From an optimization exercise on the open Yosys and OpenROAD flow, aimed at small area and a short achievable clock period; shortcuts taken in it are not production practice. Function was checked by simulation only, so behaviour that the tests miss may differ from the original. Power is estimated from default activity; no workload was simulated.

run A:
Design fp_alu, start of the top module:
module fp_alu (
    input  wire                     FPUCLK,
    input  wire                     RST,
    input  wire fpu_pkg::fp_word_t  a,
    input  wire fpu_pkg::fp_word_t  b,
    input  wire fpu_pkg::fp_op_e    ctrl,
    output fpu_pkg::fp_word_t       out
);
export LEC_CHECK = 0
export CAP_MARGIN = 60
export CORE_MARGIN = 2
export CORE_UTILIZATION = 40
export CTS_CLUSTER_DIAMETER = 150
export CTS_CLUSTER_SIZE = 20
export PLACE_DENSITY = 0.75
export SLEW_MARGIN = 60
create_clock -name core_clock -period 14.5 [get_ports {FPUCLK}]
standard.sh (not shown) runs the stock make flow with config.mk's settings and CLKGATE_MAP_FILE= SYNTH_SCRIPT=/design/flow/synth_recipe.tcl, a recipe that flattens the netlist after the stock synthesis.
==> flow/flow/run.sh <==
#!/bin/bash
# The standard layout, except that the buffers placed on the ports are
# sky130_fd_sc_hd__buf_2 cells rather than the flow's default pick (a slow
# clkdlybuf4s50 delay cell). Everything else is standard.sh unchanged.
set -euo pipefail
export BUFFER_PORTS_ARGS="-buffer_cell sky130_fd_sc_hd__buf_2"
bash standard.sh > standard.log 2>&1
Input changes introduced in run B (baseline for comparison: run A):
Settings: swapping 60 for 70 in SLEW_MARGIN; putting SYNTH_HIERARCHICAL at 1 where nothing was set; swapping 60 for 70 in CAP_MARGIN.
Results
- Run B finished every step from synthesis to the final layout, and the layout passed the timing, DRC and antenna checks.
- Between run A and run B, XOR/XNOR share of the synthesized area is higher for run A, run B comes in under that.
- Going from run A to run B, relative area change from synthesis to final layout shows an increase of 1.4 points, count of buffer and inverter cells on the critical path shows an increase of 3, number of synthesized register bits shows an increase of 2.
- Lower HPWL after detailed placement was reported by run A, not run B.
- Run B vs run A, critical path startpoint: u_add.s3[13] vs u_align.s2[112]
- The initial detailed-routing violation count in run A is 0.77 times that in run B.
- sky130_fd_sc_hd__a211o_4 as the standard cell with the maximum stage delay on the critical path was reported by run B, and sky130_fd_sc_hd__dfxtp_2 by run A.
Input-level comparison between run C and run B:
Settings: SYNTH_HIERARCHICAL no longer set, was 1; CTS_BUF_LIST now sky130_fd_sc_hd__clkbuf_8 sky130_fd_sc_hd__clkbuf_16, previously not set.
Results
- Leading cell type in the layout, fill and taps excluded: sky130_fd_sc_hd__xnor2_1 -> run B, sky130_fd_sc_hd__inv_1 -> run C
- Compared to run B, run C has fewer flip-flops.
- Fraction of area in non-clock buffers across run B and run C: no real change.
- Run B → run C: total power now sits lower, share of total power in the clock network up 1.5 points, period utilization closely matched the old numbers, met2 track demand over resource in global routing lower, clock skew has increased.
- Relative to run B, the instance area at placement measured on run C has decreased by a few percent.
- Run C vs run B — count of different cell masters after synthesis dropped by more than a quarter
- Relative to run B, run C improves detailed-route wire length.
- Run C ended up with u_add.s3[15] as its critical path capture point; run B ended up with u_norm.out[29].
- Between run B and run C, number of fillers in the final layout is lower for run C, run B comes in above that.
Input changes introduced in run D (baseline for comparison: run C):
Settings: a deleted PLACE_DENSITY that had been 0.75; a deleted CTS_BUF_LIST that had been sky130_fd_sc_hd__clkbuf_8 sky130_fd_sc_hd__clkbuf_16.
==> run notes <==
- Post-CTS clock slew at the launch and capture registers of the worst setup and hold paths: run C vs run D, no meaningful difference
- Run D -> run C: sequential share of layout area flat
- The total track usage in run D sits 2.2 points above the value recorded for run C.

---

fp_alu, a different RTL version from the one above (not shown whole).
For scale: ~270 flip-flops, roughly 26000 um2 of cells after synthesis.
## fp_alu
module fp_alu (
    input  wire                     FPUCLK,
    input  wire                     RST,
    input  wire fpu_pkg::fp_word_t  a,
    input  wire fpu_pkg::fp_word_t  b,
    input  wire fpu_pkg::fp_op_e    ctrl,
    output fpu_pkg::fp_word_t       out
);
    logic                 v1, v2, v3;
    fpu_pkg::in_stage_t   s1;
    fpu_pkg::rows_stage_t s2;
    fpu_pkg::sum_stage_t  s3;
    fp_exp_stage u_exp (
        .FPUCLK (FPUCLK),
        .RST    (RST),
        .a      (a),
        .b      (b),
        .ctrl   (ctrl),
        .v1     (v1),
        .s1     (s1)
    );
    fp_align_stage u_align (
        .FPUCLK (FPUCLK),
        .RST    (RST),
        .v1     (v1),
        .s1     (s1),
        .v2     (v2),
        .s2     (s2)
    );
    fp_add_stage u_add (
        .FPUCLK (FPUCLK),
        .RST    (RST),
        .v2     (v2),
        .s2     (s2),
        .v3     (v3),
        .s3     (s3)
    );
    fp_norm_stage u_norm (
        .FPUCLK (FPUCLK),
        .RST    (RST),
        .v3     (v3),
        .s3     (s3),
        .out    (out)
    );
endmodule
Settings: LEC_CHECK=0, CAP_MARGIN=50, CORE_MARGIN=2, CORE_UTILIZATION=40, CTS_CLUSTER_DIAMETER=150, CTS_CLUSTER_SIZE=26, SLEW_MARGIN=50; clock period 14.5 ns.
Scripts as last shown in full above: flow/flow/run.sh
The baseline ran to the end with no violations.
Edit:
- CAP_MARGIN: 50 -> 85
- CTS_CLUSTER_SIZE: 26 -> 20
- SLEW_MARGIN: 50 -> 85
Outcome: Worst setup slack loses 4500 ps; power goes up by 23%; final cell count is higher by 8.0%.
Edit:
- CAP_MARGIN: 85 -> 20
- CTS_CLUSTER_DIAMETER: 150 -> not set
- CTS_CLUSTER_SIZE: 20 -> not set
- SLEW_MARGIN: 85 -> 20
The changed run ran to the end with no violations.
Hold slack gets worse by 7.2 ps.
Global-route usage is lower by 1.1 points.
Setup slack gets better by 4300 ps.
First-iteration DRC count is lower by 3.6%.
Power is lower by 12%.
Design area is lower by 21%.
Via count is lower by 7.2%.
Utilization is lower by 11 points.
Final cell count is lower by 6.6%.
Die area does not change.
Area after synthesis does not change.
Edit:
- CORE_UTILIZATION: 40 -> 55
What happened:
- design area fell by about 1.4%
- die area goes down by 27%
- critical path depth fell by 1
Edit:
==> flow/run.sh (new file) <==
#!/bin/bash
# synth_recipe.tcl (not shown) runs the flow's synth.tcl, then flattens the netlist and writes it again
# the make line also repeats each setting of config.mk as NAME=value (left out here)
make -C /OpenROAD-flow-scripts/flow DESIGN_CONFIG=/design/flow/config.mk WORK_HOME=/design/flow/orfs CLKGATE_MAP_FILE= SYNTH_SCRIPT=/design/flow/synth_recipe.tcl finish
- CORE_UTILIZATION: 55 -> 40
removed: flow/flow/run.sh
removed: flow/standard.sh
Outcome: Non-clock buffer count grows by 3; power grows by 3.0%; die area grows by about 37%; clock power grows by about 13%; clock skew grows by 13 ps.

---

fp_alu with an RTL version that a note above also has.
For scale: roughly 2900 cells after synthesis, ~280 flip-flops, roughly 100 I/O pins, ~26000 µm² of cells after synthesis.
Settings: LEC_CHECK=0, CAP_MARGIN=50, CORE_MARGIN=2, CORE_UTILIZATION=40, CTS_CLUSTER_DIAMETER=150, CTS_CLUSTER_SIZE=26, SLEW_MARGIN=50; clock period 14.5 ns.
==> flow/flow/run.sh <==
#!/bin/bash
# The standard layout, except that the buffers placed on the ports are
# sky130_fd_sc_hd__buf_2 cells rather than the flow's default pick (a slow
# clkdlybuf4s50 delay cell). Everything else is standard.sh unchanged.
set -euo pipefail
export BUFFER_PORTS_ARGS="-buffer_cell sky130_fd_sc_hd__buf_2"
bash standard.sh > standard.log 2>&1
Change:
- CAP_MARGIN: 50 -> 70
- CTS_CLUSTER_SIZE: 26 -> 20
- PLACE_DENSITY: not set -> 0.75
- SLEW_MARGIN: 50 -> 70
Outcome: The changed run finished clean. Design area rose by 1.3%. Sequential share of layout area fell by 0.22 points. Worst setup slack improved by 0.37 ns. Cell count rose by 0.40%. Routed wire length fell by 8.0%. Core utilization rose by 0.55 points. Hold slack got worse by 0.0078 ns. Sequential power stays flat. Power rose by 1.4%. Maximum frequency rose by 9.0%. Via count is about the same.

==> separate check: timing with driven ports <==
The flow's constraints put no driver on any port. The routed layouts listed below were extracted and timed again, unchanged, in two steps.
Step 1 (the two cells are an assumption about what drives the block):
set clk [get_ports {FPUCLK}]
set_driving_cell -lib_cell sky130_fd_sc_hd__clkbuf_16 $clk
set_driving_cell -lib_cell sky130_fd_sc_hd__buf_2 [delete_from_list [all_inputs] $clk]
Step 2 moves the port delays by t, midway between the first and last clock arrival at a register: inputs arrive t later, outputs are due t later. That takes back most of the time a late clock gives input paths.
a / b / c = ideal ports / drivers / drivers and shift; a / b = the first two.
run	t, ns	slack for setup (ns)	worst hold slack (ns)	worst slew at a driven data input, ns
run A	0.613	10.152 / 10.152 / 10.152	0.330 / 0.330 / 0.330	0.05
run B	0.605	10.414 / 10.414 / 10.414	0.331 / 0.331 / 0.331	0.05
run C	0.611	10.400 / 10.400 / 10.400	0.329 / 0.329 / 0.329	0.05
run D	0.605	10.419 / 10.419 / 10.419	0.333 / 0.333 / 0.333	0.05
the first run of note 2	0.609	10.140 / 10.140 / 10.140	0.334 / 0.334 / 0.334	0.07
the second run of note 2	0.619	5.639 / 5.639 / 5.639	0.332 / 0.332 / 0.332	0.06
the third run of note 2	0.663	9.899 / 9.899 / 9.899	0.325 / 0.325 / 0.325	0.07
the fourth run of note 2	0.639	9.735 / 9.735 / 9.735	0.325 / 0.325 / 0.325	0.03
the fifth run of note 2	0.626	9.960 / 9.960 / 9.960	0.323 / 0.323 / 0.323	0.08
the first run of note 3	0.585	10.033 / 10.033 / 10.033	0.337 / 0.337 / 0.337	0.04
the second run of note 3	0.610	10.400 / 10.400 / 10.400	0.329 / 0.329 / 0.329	0.05
After both steps setup and hold are still met in every run listed.
